This design comes from an exercise in tuning for small area, a short achievable clock period and few clock cycles per item on the open sky130 flow, not from production work.
Only simulation tests tie the RTL to the original design; equivalence was not proved.
Power is estimated from default activity; no workload was simulated.

==> flow/design.v <==
module hs_npu_cmd_scheduler #(
  parameter int unsigned NUM_CORES = 4,
  parameter int unsigned CMD_WIDTH = 256,
  parameter int unsigned CMD_DEPTH = 8,
  parameter int unsigned CNT_W     = $clog2(CMD_DEPTH + 1)
) (
  input  logic                  clk,
  input  logic                  rst_n,
  input  logic                  cmd_valid_i,
  output logic                  cmd_ready_o,
  input  logic [CMD_WIDTH-1:0]  cmd_data_i,
  input  logic                  cmd_barrier_i,
  input  logic                  flush_i,
  output logic [NUM_CORES-1:0]  core_exec_valid_o,
  input  logic [NUM_CORES-1:0]  core_exec_ready_i,
  output logic [CMD_WIDTH-1:0]  core_cmd_o,
  input  logic [NUM_CORES-1:0]  core_done_i,
  output logic [NUM_CORES-1:0]  core_busy_o,
  output logic [CNT_W-1:0]      queue_count_o,
  output logic [31:0]           completed_count_o,
  output logic                  idle_o,
  output logic                  err_o
);
  localparam int unsigned SLICES = 4;
  localparam int unsigned SW     = CMD_WIDTH / SLICES;
  logic [CMD_WIDTH-1:0] mem     [CMD_DEPTH];
  logic [CMD_DEPTH-1:0] mem_bar;
  logic [CMD_DEPTH-1:0] rd_oh, wr_oh, rd_inc, rd_inc2, wr_nx;
  logic [CNT_W-1:0]     count, count_nx;
  logic [NUM_CORES-1:0] busy, busy_nx, free_nx, done_busy, valid, valid_nx, pick0, pick1;
  logic                 full, full_nx, push, hs, any_valid, idle_q;
  logic                 ge1, ge2, ge3;           
  logic                 fr1, fr2;                
  logic                 free1, free2, free_all, done1, done2;
  logic                 bar0, bar1, bar2, bar0_nx, bar1_nx, off0, off1;
  logic [CMD_WIDTH-1:0] ocmd, ocmd_nx;
  logic [31:0]          done_cnt;
  assign push = cmd_valid_i & ~full & ~flush_i;
  assign cmd_ready_o       = ~full & ~flush_i;
  assign core_busy_o       = busy;
  assign queue_count_o     = count;
  assign idle_o            = idle_q;
  assign core_exec_valid_o = valid;
  assign core_cmd_o        = ocmd;
  assign any_valid = (valid != '0);
  assign hs        = |(valid & core_exec_ready_i);
  assign rd_inc  = {rd_oh[CMD_DEPTH-2:0], rd_oh[CMD_DEPTH-1]};
  assign rd_inc2 = {rd_inc[CMD_DEPTH-2:0], rd_inc[CMD_DEPTH-1]};
  always_comb begin
    if (flush_i) begin
      count_nx = (any_valid && !hs) ? CNT_W'(1) : '0;
      wr_nx    = any_valid ? rd_inc : rd_oh;
    end else begin
      count_nx = count + CNT_W'(push) - CNT_W'(hs);
      wr_nx    = push ? {wr_oh[CMD_DEPTH-2:0], wr_oh[CMD_DEPTH-1]} : wr_oh;
    end
  end
  assign full_nx = ~flush_i & ~hs & ((count == CNT_W'(CMD_DEPTH)) |
                                     ((count == CNT_W'(CMD_DEPTH - 1)) & cmd_valid_i));
  assign busy_nx = (busy & ~core_done_i) | (valid & core_exec_ready_i);
  assign free_nx   = ~busy | core_done_i;
  assign done_busy = core_done_i & busy;
  assign done1     = |done_busy;
  always_comb begin
    done2 = 1'b0;
    for (int i = 0; i < int'(NUM_CORES); i++)
      for (int j = i + 1; j < int'(NUM_CORES); j++)
        done2 = done2 | (done_busy[i] & done_busy[j]);
  end
  logic fr2_nx;
  always_comb begin
    fr2_nx = 1'b0;
    for (int i = 0; i < int'(NUM_CORES); i++)
      for (int j = i + 1; j < int'(NUM_CORES); j++)
        fr2_nx = fr2_nx | (~busy_nx[i] & ~busy_nx[j]);
  end
  assign free1    = fr1 | done1;
  assign free2    = fr2 | (fr1 & done1) | done2;
  assign free_all = ~|(busy & ~core_done_i);
  always_comb begin
    bar2 = 1'b0;
    for (int i = 0; i < int'(CMD_DEPTH); i++) bar2 = bar2 | (mem_bar[i] & rd_inc2[i]);
  end
  assign bar0_nx = hs ? (ge2 ? bar1 : cmd_barrier_i) : (ge1 ? bar0 : cmd_barrier_i);
  assign bar1_nx = hs ? (ge3 ? bar2 : cmd_barrier_i) : (ge2 ? bar1 : cmd_barrier_i);
  assign off0 = ge1 & (bar0 ? free_all : free1) & (~flush_i | any_valid);
  assign off1 = ge2 & ~bar1 & free2 & ~flush_i;
  always_comb begin
    pick0 = '0;
    pick1 = '0;
    for (int i = int'(NUM_CORES) - 1; i >= 0; i--) begin
      if (free_nx[i]) pick0 = NUM_CORES'(1) << i;
      if (free_nx[i] && !valid[i]) pick1 = NUM_CORES'(1) << i;
    end
  end
  assign valid_nx = hs ? (off1 ? pick1 : '0) : (any_valid ? valid : (off0 ? pick0 : '0));
  for (genvar g = 0; g < int'(SLICES); g++) begin : g_sel
    logic [CMD_DEPTH*SW-1:0] d;
    always_comb begin
      for (int i = 0; i < int'(CMD_DEPTH); i++) d[i*SW +: SW] = mem[i][g*SW +: SW];
    end
    hs_npu_cmd_sel #(.W(SW), .N(CMD_DEPTH)) u_sel (
      .d_i     (d),
      .rd_i    (rd_oh),
      .off0_i  (off0),
      .off1_i  (off1),
      .hs_i    (hs),
      .rst_ni  (rst_n),
      .q_o     (ocmd_nx[g*SW +: SW])
    );
  end
  always_ff @(posedge clk) ocmd <= ocmd_nx;
  always_ff @(posedge clk) begin
    if (!rst_n) begin
      rd_oh  <= CMD_DEPTH'(1);
      wr_oh  <= CMD_DEPTH'(1);
      count  <= '0;
      full   <= 1'b0;
      ge1    <= 1'b0;
      ge2    <= 1'b0;
      ge3    <= 1'b0;
      fr1    <= 1'b1;
      fr2    <= 1'b1;
      valid  <= '0;
      idle_q <= 1'b1;
    end else begin
      rd_oh  <= hs ? rd_inc : rd_oh;
      wr_oh  <= wr_nx;
      count  <= count_nx;
      full   <= full_nx;
      ge1    <= (count_nx >= CNT_W'(1));
      ge2    <= (count_nx >= CNT_W'(2));
      ge3    <= (count_nx >= CNT_W'(3));
      fr1    <= ~&busy_nx;
      fr2    <= fr2_nx;
      valid  <= valid_nx;
      idle_q <= (count_nx == '0) & (busy_nx == '0);
    end
  end
  always_ff @(posedge clk) begin
    bar0 <= bar0_nx;
    bar1 <= bar1_nx;
  end
  always_ff @(posedge clk) begin
    for (int i = 0; i < int'(CMD_DEPTH); i++) begin
      if (wr_oh[i] && !full) begin
        mem[i]     <= cmd_data_i;
        mem_bar[i] <= cmd_barrier_i;
      end
    end
  end
  always_comb begin
    done_cnt = '0;
    for (int k = 0; k < int'(NUM_CORES); k++) begin
      done_cnt = done_cnt + 32'(done_busy[k]);
    end
  end
  always_ff @(posedge clk) begin
    if (!rst_n) begin
      busy              <= '0;
      completed_count_o <= '0;
      err_o             <= 1'b0;
    end else begin
      busy              <= busy_nx;
      completed_count_o <= completed_count_o + done_cnt;
      if (|(core_done_i & ~busy)) err_o <= 1'b1;
    end
  end
endmodule
module hs_npu_cmd_sel #(
  parameter int unsigned W = 64,
  parameter int unsigned N = 8
) (
  input  logic [N*W-1:0] d_i,
  input  logic [N-1:0]   rd_i,
  input  logic           off0_i,
  input  logic           off1_i,
  input  logic           hs_i,
  input  logic           rst_ni,
  output logic [W-1:0]   q_o
);
  logic [N-1:0] sel;
  always_comb begin
    for (int i = 0; i < int'(N); i++)
      sel[i] = rst_ni & (hs_i ? (off1_i & rd_i[(i + N - 1) % N]) : (off0_i & rd_i[i]));
    q_o = '0;
    for (int i = 0; i < int'(N); i++) q_o = q_o | (d_i[i*W +: W] & {W{sel[i]}});
  end
endmodule
clock: 4.5 ns
lec_check: 0
cap_margin: 20
core_margin: 2
core_utilization: 40
cts_cluster_diameter: 60
cts_cluster_size: 30
setup_slack_margin: 1.8
slew_margin: 30
synth_hierarchical: 1
run.sh (not shown) runs the stock make flow with config.mk's settings and CLKGATE_MAP_FILE= SYNTH_SCRIPT=/design/flow/synth_recipe.tcl, a recipe that flattens the netlist after the stock synthesis.
The first run completed without violations.
Testbench counts at the start, summed over its fixed seeds: cycles 4,434, items 2,400.
Next try:
==> flow/flow/run.sh (new file) <==
#!/bin/bash
# The standard layout, with a plain buf_2 in place of the default port buffer
# cell (every input and output port still gets its own buffer).
set -euo pipefail
export BUFFER_PORTS_ARGS="-buffer_cell sky130_fd_sc_hd__buf_2"
bash standard.sh > standard.log 2>&1
==> flow/standard.sh (new file) <==
#!/bin/bash
# synth_recipe.tcl (not shown) runs the flow's synth.tcl, then flattens the netlist and writes it again
# the make line also repeats each setting of config.mk as NAME=value (left out here)
make -C /OpenROAD-flow-scripts/flow DESIGN_CONFIG=/design/flow/config.mk WORK_HOME=/design/flow/orfs CLKGATE_MAP_FILE= SYNTH_SCRIPT=/design/flow/synth_recipe.tcl "${@:-finish}"
removed: flow/run.sh
Result:
- The new run finished clean
- critical path depth is higher by 2
- design area barely changes
- routed wire length grows by 4.3%
- final cell count came out higher by 1.5%
- synthesized area does not change
- total power goes up by 0.68%

---

## red
hs_npu_cmd_scheduler, a different RTL version from the one above (not shown whole).
For scale: ~4800 cells after synthesis, roughly 2400 flip-flops, roughly 570 I/O pins.
clock: 4.5 ns
lec_check: 0
cap_margin: 20
core_margin: 2
core_utilization: 40
setup_slack_margin: 2.0
slew_margin: 20
Stock flow here: none of the scripts above is used.
Having completed the whole flow, red delivered a layout that passed the timing, design-rule and antenna checks.
Testbench counts of red, summed over its fixed seeds: cycles 4,315, items 2,400.
What blue does differently from red at the input level:
- SETUP_SLACK_MARGIN no longer set, was 2.0
==> summary.txt <==
- Per the final summary, blue finished and its layout is clean on timing, DRC and antenna.
- Compared with red, blue shows a power per standard cell area that is 0.72% lower.
- For the leakage power summed over all cells, blue came in about 6.5% lower than red did.
- Across both runs, final standard cell area without fillers was lower for blue than for red.
- On blue: overall global routing resource usage is 0.59 points lower than what red gave.
- The startpoint-to-endpoint class of the critical path comes out reg -> reg in one run and in -> out in the other, namely in red and blue respectively.
- For blue, the critical path startpoint was core_exec_ready_i[2], unlike red, where it was pend[3]$_SDFF_PP0_.
- Cell with the largest stage delay on the worst path: sky130_fd_sc_hd__a222oi_1 -> red, sky130_fd_sc_hd__clkdlybuf4s50_1 -> blue

---

## indigo
hs_npu_cmd_scheduler, a different RTL version from the one above (not shown whole).
For scale: ~4700 cells after synthesis, about 570 I/O pins.
Settings: LEC_CHECK=0, CAP_MARGIN=20, CORE_MARGIN=2, CORE_UTILIZATION=40, CTS_CLUSTER_DIAMETER=60, CTS_CLUSTER_SIZE=30, SETUP_SLACK_MARGIN=2.1, SLEW_MARGIN=30, SYNTH_HIERARCHICAL=1; clock period 4.5 ns.
standard.sh (not shown) runs the stock make flow with config.mk's settings and CLKGATE_MAP_FILE= SYNTH_SCRIPT=/design/flow/synth_recipe.tcl, a recipe that flattens the netlist after the stock synthesis.
==> flow/flow/run.sh <==
#!/bin/bash
# The standard layout, with a plain buf_4 in place of the default port buffer
# cell (every input and output port still gets its own buffer).
set -euo pipefail
export BUFFER_PORTS_ARGS="-buffer_cell sky130_fd_sc_hd__buf_4"
bash standard.sh > standard.log 2>&1
Testbench counts of indigo, summed over its fixed seeds: cycles 4,434, items 2,400.
## Diff of input files: zinc against indigo
- swapping 2.1 for 2.3 in SETUP_SLACK_MARGIN
Findings:
Diff zinc..indigo | post-route clock period utilization | negligible
Changes observed in zinc relative to indigo: design internal power held steady, via count grew by 1212.
In the metrics for zinc and indigo, the one carrying the higher met1 demand-to-capacity share in global routing is zinc.
## Diff of input files: willow against zinc
- SETUP_SLACK_MARGIN: 2.3 -> 2.1
==> flow/run.sh (new file) <==
#!/bin/bash
# synth_recipe.tcl (not shown) runs the flow's synth.tcl, then flattens the netlist and writes it again
# the make line also repeats each setting of config.mk as NAME=value (left out here)
make -C /OpenROAD-flow-scripts/flow DESIGN_CONFIG=/design/flow/config.mk WORK_HOME=/design/flow/orfs CLKGATE_MAP_FILE= SYNTH_SCRIPT=/design/flow/synth_recipe.tcl finish
removed: flow/flow/run.sh
removed: flow/standard.sh
Results
- willow: instance area after placement 1600 µm² above zinc
- Taking zinc as the reference, in willow maximum operating frequency fell by 16 MHz, initial antenna violation count grew by about 10%, relative area of clock buffers and inverters in the final design held steady.
- From zinc to willow, sequential cell count did not move at all.
- Changes observed in willow relative to zinc: global-route wire length before repair shrank by 3.2 mm, final critical delay including setup and external delays higher, overall power after layout neither gained nor lost much.
- Summary of willow over zinc: power share of the combinational group now sits at about the same level; y dimension of the die has remained practically unchanged; end-of-flow core utilization down 1.0 points.

[afterwards: timing with drivers on the ports]
No port has a modelled driver above. Below, the same layouts with a new extraction and two added sets of constraints. Step 1 sets driving cells, clkbuf_16 on the clock port and buf_2 on the other inputs (assumed; they add their load-dependent delay and slew). Step 2 times the ports against the registers' clock, not the clock port: input delays grow and output delays shrink by t, the midpoint of the rising clock arrivals with the driver on. a / b / c = ideal / step 1 / step 2; a / b = the first two.
run | shift t [ns] | slack for setup (ns) | worst setup path at the end | worst register clock-pin slew, ns
the first run of note 1 | 0.943 | 1.523 / 1.523 / 0.655 | input to register | 0.11 / 0.11
the second run of note 1 | 0.909 | 1.334 / 1.334 / 0.692 | input to register | 0.11 / 0.11
red | 0.953 | 0.998 / 0.998 / 0.142 | input to register | 0.07 / 0.07
blue | 0.950 | 0.559 / 0.529 / -0.253 | input to register | 0.07 / 0.07
indigo | 0.909 | 1.838 / 1.838 / 1.114 | input to register | 0.11 / 0.11
zinc | 0.902 | 1.837 / 1.837 / 1.108 | input to register | 0.11 / 0.11
willow | 0.914 | 1.720 / 1.777 / 0.863 | input to register | 0.11 / 0.11
With both steps, setup timing fails in blue, where it was met with ideal ports. The setup slack of the first run of note 1, which loses most, moves by 0.000 ns with the drivers and by -0.868 ns with both steps.
